Context: an optimization exercise on an open-source flow, tuned for small area. The choices shown serve that exercise and are no tape-out recipe. Function was checked by simulation only, so behaviour that the tests miss may differ from the original.

## adxl_top
module adxl_top
(
    input  logic                   CLK,
    input  logic                   RESET,
    input  logic [31:0]            wdata,
    input  logic [3:0]             wstrb,
    input  logic [adxl_pkg::WORD_ADDR_W-1:0] waddr,
    input  logic                   wvalid,
    input  logic [adxl_pkg::WORD_ADDR_W-1:0] raddr,
    output logic [31:0]            rdata,
    input  logic [6:0]             i2c_address,
    input  logic                   interval_enable,
    input  logic [31:0]            request_interval,
    input  logic                   single_request,
    output logic                   single_request_complete,
    output logic [7:0]             m_tdata,
    output logic [7:0]             m_tuser,
    output logic                   m_tvalid,
    output logic                   m_tlast,
    input  logic                   m_tready,
    input  logic [7:0]             s_tdata,
    input  logic                   s_tvalid,
  ...
For scale: ~960 flip-flops, about 150 I/O pins, ~36000 um^2 of cells after synthesis.
==> flow/config.mk <==
export PLATFORM = sky130hd
export DESIGN_NAME = adxl_top
export DESIGN_NICKNAME = adxl_top
export VERILOG_FILES = /design/flow/design.v
export SDC_FILE = /design/flow/constraint.sdc
export NUM_CORES = 4
export LEC_CHECK = 0
export CAP_MARGIN = 0
export CORE_MARGIN = 2
export CORE_UTILIZATION = 70
export SLEW_MARGIN = 0
==> flow/constraint.sdc <==
create_clock -name core_clock -period 10.0 [get_ports {CLK}]
set_input_delay 2.0000 -clock core_clock [delete_from_list [all_inputs] [get_ports {CLK}]]
set_output_delay 2.0000 -clock core_clock [all_outputs]
set_load 0.01 [all_outputs]
standard.sh (not shown) runs the stock make flow with config.mk's settings and CLKGATE_MAP_FILE= SYNTH_SCRIPT=/design/flow/synth_recipe.tcl, a recipe that flattens the netlist after the stock synthesis.
==> flow/flow/run.sh <==
#!/bin/bash
# The standard layout (standard.sh), with these changes:
#  - synthesis maps the logic with ABC using an area-oriented script (flow/abc_area_map.script)
#    in place of ORFS's abc_speed.script; the rest of synthesis, and so every register, is
#    unchanged. ORFS's scripts are copied to scripts_area/ with only that file replaced.
#  - ports are buffered with the smallest buffer;
#  - clock tree synthesis clusters more sinks per leaf buffer and adds no dummy loads.
set -euo pipefail
export BUFFER_PORTS_ARGS="-buffer_cell sky130_fd_sc_hd__buf_1"
export CTS_ARGS="-sink_clustering_enable -repair_clock_nets -dont_use_dummy_load -sink_clustering_size 30 -sink_clustering_max_diameter 80 -buf_list sky130_fd_sc_hd__clkbuf_16"
rm -rf scripts_area
cp -r "$FLOW_HOME/scripts" scripts_area
cp flow/abc_area_map.script scripts_area/abc_speed.script
sed "s#^make -C #make SCRIPTS_DIR=$PWD/scripts_area -C #" standard.sh > standard_area.sh
grep -q "SCRIPTS_DIR=$PWD/scripts_area" standard_area.sh
bash standard_area.sh > standard_flow.log 2>&1
==> flow/flow/abc_area_map.script <==
&get -n
&st
&dch
&nf -R 1000 -p
&st
&syn2
&dch
&nf -R 1000 -p
&st
&dch -f
&nf -R 1000 -p
&st
&syn2
&dch
&nf -R 1000 -p
&st
&dch -f
&nf -R 1000 -p
&put
topo
stime -c
dnsize -c
==> next run, changes <==
--- a/flow/flow/run.sh
+++ b/flow/flow/run.sh
@@ -6,6 +6,8 @@
 #  - ports are buffered with the smallest buffer;
-#  - clock tree synthesis clusters more sinks per leaf buffer and adds no dummy loads.
+#  - clock tree synthesis clusters more sinks per leaf buffer and adds no dummy loads;
+#  - power recovery (downsizing where slack allows) runs at global routing.
 set -euo pipefail
 export BUFFER_PORTS_ARGS="-buffer_cell sky130_fd_sc_hd__buf_1"
-export CTS_ARGS="-sink_clustering_enable -repair_clock_nets -dont_use_dummy_load -sink_clustering_size 30 -sink_clustering_max_diameter 80 -buf_list sky130_fd_sc_hd__clkbuf_16"
+export CTS_ARGS="-sink_clustering_enable -repair_clock_nets -dont_use_dummy_load -sink_clustering_size 25 -sink_clustering_max_diameter 60 -buf_list sky130_fd_sc_hd__clkbuf_16"
+export RECOVER_POWER=100
 rm -rf scripts_area
The changed run finished but failed the layout checks on capacitance limit, slew limit.
Non-clock buffer count stays the same.
Routed wire length went up slightly.
Hold slack improves by 0.0036 ns.
Setup slack is worse by 0.98 ns.
Sequential cell count does not change.
Utilization rises by 0.50 points.
Synthesized area stays the same.
Fmax fell by about a fifth.
Cell count rose slightly.
Clock-buffer cell count came out higher by 13.
Die area stays the same.

==> separate check: timing with driven ports <==
How much do the figures lean on ideal ports? The routed layouts below were timed once more, with nothing changed but the port constraints.
Step 1: set_driving_cell puts a clkbuf_16 on CLK and a buf_2 on each other input, an assumption about the parent block.
Step 2 moves the port delays by t, midway between the first and last clock arrival at a register: inputs arrive t later, outputs are due t later. That takes back most of the time a late clock gives input paths.
Three values: ideal ports, drivers, drivers and shift; two values: the first two.
| run | t, ns | setup slack, ns | worst setup path at the end | latest minus earliest clock arrival (ns) | worst data-port slew with drivers (ns) |
|---|---|---|---|---|---|
| the first run | 0.651 | 4.177 / 4.177 / 4.177 | register to register | 0.039 / 0.038 | 0.10 |
| the second run | 0.679 | 3.195 / 3.130 / 3.809 | register to output | 0.060 / 0.060 | 0.09 |
